From an optimization exercise on the open Yosys and OpenROAD flow, aimed at small area; shortcuts taken in it are not production practice.
Only simulation tests tie the RTL to the original design; equivalence was not proved.

==> job 3247: inputs <==
// mdc_top
module mdc_top (
    input  logic         clk,
    input  logic         rst_n,
    input  logic         in_valid,
    input  logic [14:0]  in_data,
    input  logic [8:0]   in_mode,
    output logic         out_valid,
    output logic [206:0] out_data
);
    logic [3:0]  syn15, syn9;
    logic [14:0] fix15;
    logic [8:0]  fix9;
    logic [10:0] din;
    logic [4:0]  mdec;
    always_comb begin
        syn15 = '0;
        for (int p = 1; p <= 15; p++) if (in_data[15-p]) syn15 = syn15 ^ 4'(p);
        fix15 = in_data;
        for (int p = 1; p <= 15; p++) if (syn15 == 4'(p)) fix15[15-p] = ~in_data[15-p];
        din = {fix15[12], fix15[10:8], fix15[6:0]};
        syn9 = '0;
        for (int p = 1; p <= 9; p++) if (in_mode[9-p]) syn9 = syn9 ^ 4'(p);
        fix9 = in_mode;
        for (int p = 1; p <= 9; p++) if (syn9 == 4'(p)) fix9[9-p] = ~in_mode[9-p];
        mdec = {fix9[6], fix9[4:2], fix9[0]};
    end
    logic       busy;
    logic [4:0] c;
    logic       sel3;
    always_ff @(posedge clk or negedge rst_n) begin
        if (!rst_n) begin
            busy <= 1'b0; out_valid <= 1'b0;
        end else begin
            out_valid <= busy && (c == 5'd30);
            if (!busy) begin
                if (in_valid) busy <= 1'b1;
            end else begin
                if (c == 5'd30) busy <= 1'b0;
            end
        end
    end
    always_ff @(posedge clk) begin
        c <= busy ? c + 5'd1 : 5'd1;
    end
    always_ff @(posedge clk) begin
        if (!busy && in_valid) sel3 <= (mdec == 5'b00110);
    end
    logic [10:0] ln [0:11];
    always_ff @(posedge clk) begin
        ln[0] <= in_valid ? din : ln[11];
        for (int i = 1; i < 12; i++) ln[i] <= ln[i-1];
    end
    logic [206:0] F;   
    logic signed [10:0] a1, a2, b1, b2;
    logic wr2, big, accen, h3w;
    logic [2:0] mrwe;
  ...
export LEC_CHECK = 0
export ABC_AREA = 1
export CAP_MARGIN = 20
export CORE_MARGIN = 2
export CORE_UTILIZATION = 40
export CTS_BUF_LIST = sky130_fd_sc_hd__clkbuf_8
export CTS_CLUSTER_DIAMETER = 80
export CTS_CLUSTER_SIZE = 15
export SETUP_SLACK_MARGIN = 1.0
export SLEW_MARGIN = 20
export SYNTH_HIERARCHICAL = 1
export SYNTH_MINIMUM_KEEP_SIZE = 0
create_clock -name core_clock -period 25.0 [get_ports {clk}]
standard.sh (not shown) runs the stock make flow with config.mk's settings and CLKGATE_MAP_FILE= SYNTH_SCRIPT=/design/flow/synth_recipe.tcl, a recipe that flattens the netlist after the stock synthesis.
==> flow/flow/run.sh <==
#!/bin/bash
set -euo pipefail
rm -rf abcscripts
cp -r "$FLOW_HOME/scripts" abcscripts
cp flow/abc_area.script abcscripts/abc_area.script
bash standard.sh "SCRIPTS_DIR=$PWD/abcscripts" synth > synth.log 2>&1
bash standard.sh "BUFFER_PORTS_ARGS=-buffer_cell sky130_fd_sc_hd__buf_1" finish > layout.log 2>&1
==> flow/flow/abc_area.script <==
strash
dch
amap -m -F 30 -A 30
topo
stime -c
==> job 1879 (differences from job 3247) <==
--- a/flow/config.mk
+++ b/flow/config.mk
@@ -9,5 +9,5 @@
 export CAP_MARGIN = 20
 export CORE_MARGIN = 2
-export CORE_UTILIZATION = 40
+export CORE_UTILIZATION = 65
 export CTS_BUF_LIST = sky130_fd_sc_hd__clkbuf_8
 export CTS_CLUSTER_DIAMETER = 80
==> notes <==
Of job 3247 and job 1879, job 1879 has the higher non-clock buffer count (gap 3).
Between job 1879 and job 3247, the lower clock skew is in job 1879 (gap 3.9 ps).
Of job 3247 and job 1879, job 1879 has the higher utilization (gap 27 points).
In job 1879 the via count is higher than in job 3247, by about 3%.
Against job 1879, the die area of job 3247 is larger by 61%.
Final cell count: job 3247 is higher than job 1879 (10%).
Of job 1879 and job 3247, job 1879 has the higher sequential share of layout area (gap 0.63 points).
==> figures <==
	job 1879	job 3247
Result of the run	complete, no violations	complete, no violations
End of the worst register-to-register path	out_data[136]$_DFF_P_	out_data[148]$_DFF_P_
Starting utilization of the core area	0.657	0.404
Proportion of layout cells with a drive suffix above 1	0.0484	0.0488
Wirelength, routed	65.8 mm	69.0 mm
Worst hold slack	326 ps	319 ps
Final std cells w/o fill	2676	2956
Area of the die	33300 sq um	53600 sq um
Max Fanout on Critical Path	39	36
Transition time of the tightest slew-check pin	1170 ps	1180 ps
Vertical die dimension	182 um	231 um
Met1 demand-to-capacity share in global routing	0.525	0.334

* * *

==> inputs of run Z <==
Another version of the RTL of mdc_top (not shown whole).
clock: 25.0 ns
lec_check: 0
abc_area: 1
cap_margin: 20
core_margin: 2
core_utilization: 65
cts_buf_list: sky130_fd_sc_hd__clkbuf_4 sky130_fd_sc_hd__clkbuf_8
cts_cluster_diameter: 80
cts_cluster_size: 15
setup_slack_margin: 1.0
slew_margin: 20
synth_hierarchical: 1
synth_minimum_keep_size: 0
==> flow/flow/run.sh <==
#!/bin/bash
# Own flow = the standard flow (standard.sh) with these changes:
#  2. the floorplan step only removes the synthesis buffers (REMOVE_ABC_BUFFERS=1) instead of
#     running a timing repair on unplaced, unrouted estimates (later steps still repair timing);
#  3. the port buffers use the smallest buffer cell instead of the default delay buffer.
# Every tool's output goes to a log file in this folder.
set -euo pipefail
rm -rf abcscripts
cp -r "$FLOW_HOME/scripts" abcscripts
cp flow/abc_area.script abcscripts/abc_area.script
bash standard.sh "SCRIPTS_DIR=$PWD/abcscripts" synth > synth.log 2>&1
bash standard.sh REMOVE_ABC_BUFFERS=1 "BUFFER_PORTS_ARGS=-buffer_cell sky130_fd_sc_hd__buf_1" finish > layout.log 2>&1
==> flow/flow/abc_area.script <==
strash
dch -f
amap -m -F 50 -A 50 -C 200
topo
stime -c
==> run P (differences from run Z) <==
--- a/flow/config.mk
+++ b/flow/config.mk
@@ -9,9 +9,10 @@
 export CAP_MARGIN = 20
 export CORE_MARGIN = 2
 export CORE_UTILIZATION = 65
-export CTS_BUF_LIST = sky130_fd_sc_hd__clkbuf_4 sky130_fd_sc_hd__clkbuf_8
-export CTS_CLUSTER_DIAMETER = 80
-export CTS_CLUSTER_SIZE = 15
+export CTS_BUF_LIST = sky130_fd_sc_hd__clkbuf_8
+export CTS_CLUSTER_DIAMETER = 70
+export CTS_CLUSTER_SIZE = 16
+export GPL_TIMING_DRIVEN = 0
 export SETUP_SLACK_MARGIN = 1.0
 export SLEW_MARGIN = 20
 export SYNTH_HIERARCHICAL = 1
==> run summary <==
Result of the run: run P no timing/DRC/antenna violations; run Z no timing/DRC/antenna violations
Max stage delay cell, worst path: run P nor4_2; run Z a21oi_1
Core occupancy in the finished layout: run P 74.5%; run Z 73.7%
Total global-route track usage: run P 38.6%; run Z 39.2%
Pin count of the biggest net entering global routing: run P 107; run Z 222
Worst slew margin relative to its limit: run P 19.0%; run Z 22.7%
Post-DP Area: run P 22,300 um2; run Z 22,000 um2
Fillcell total: run P 2,277; run Z 2,278
Final critical-path setup slack: run P 2.47 ns; run Z 3.42 ns
Clock latency reported for the late side of the worst-skew pair: run P 0.64 ns; run Z 0.58 ns
Detail Route met2 WL: run P 28.9 mm; run Z 29.2 mm
Transition at the pin with the smallest max-transition slack: run P 1.22 ns; run Z 1.16 ns
Layout clock buffer count: run P 31; run Z 37
Reg2Reg Depth: run P 57; run Z 56
First-pass GRT wire length: run P 96.5 mm; run Z 97.8 mm
Wirelength per Cell: run P 24.5 um; run Z 24.8 um
Final non-clock buffer share: run P 5.83%; run Z 5.24%
Worst min-delay path endpoint: run P mr[2][6]; run Z mr[2][20]
Fraction of area in multi-input gates: run P 51.9%; run Z 51.9%
Shortest period the worst path allows: run P 22.53 ns; run Z 21.58 ns
Sequential portion of the cell area: run P 35.9%; run Z 36.3%
WL final: run P 62.9 mm; run Z 63.9 mm
Clock slew at reported path FFs: run P 0.10 ns; run Z 0.11 ns
CTS HTree Levels: run P 1; run Z 2
Final nets: run P 2,509; run Z 2,524

[port drivers added, routing unchanged]
The results above use ideal ports. As a check the final layouts listed here were re-extracted and re-timed, cells and wires unchanged.
Step 1 sets driving cells, clkbuf_16 on the clock port and buf_2 on the other inputs (assumed; they add their load-dependent delay and slew).
Step 2 also shifts input and output timing later by t, the mid clock arrival at the registers, as if the neighbouring blocks saw the same clock.
Slacks: ideal ports / drivers / drivers and shift; pairs: ideal ports / drivers.
| run | t (ns) | slack for setup (ns) | slew at the worst register clock pin (ns) |
|---|---|---|---|
| job 3247 | 0.661 | 4.415 / 4.415 / 4.415 | 0.10 / 0.10 |
| job 1879 | 0.619 | 4.638 / 4.638 / 4.638 | 0.10 / 0.10 |
| run Z | 0.614 | 3.419 / 3.419 / 3.419 | 0.11 / 0.11 |
| run P | 0.687 | 2.475 / 2.475 / 2.475 | 0.10 / 0.10 |
After both steps every run listed still meets setup and hold.
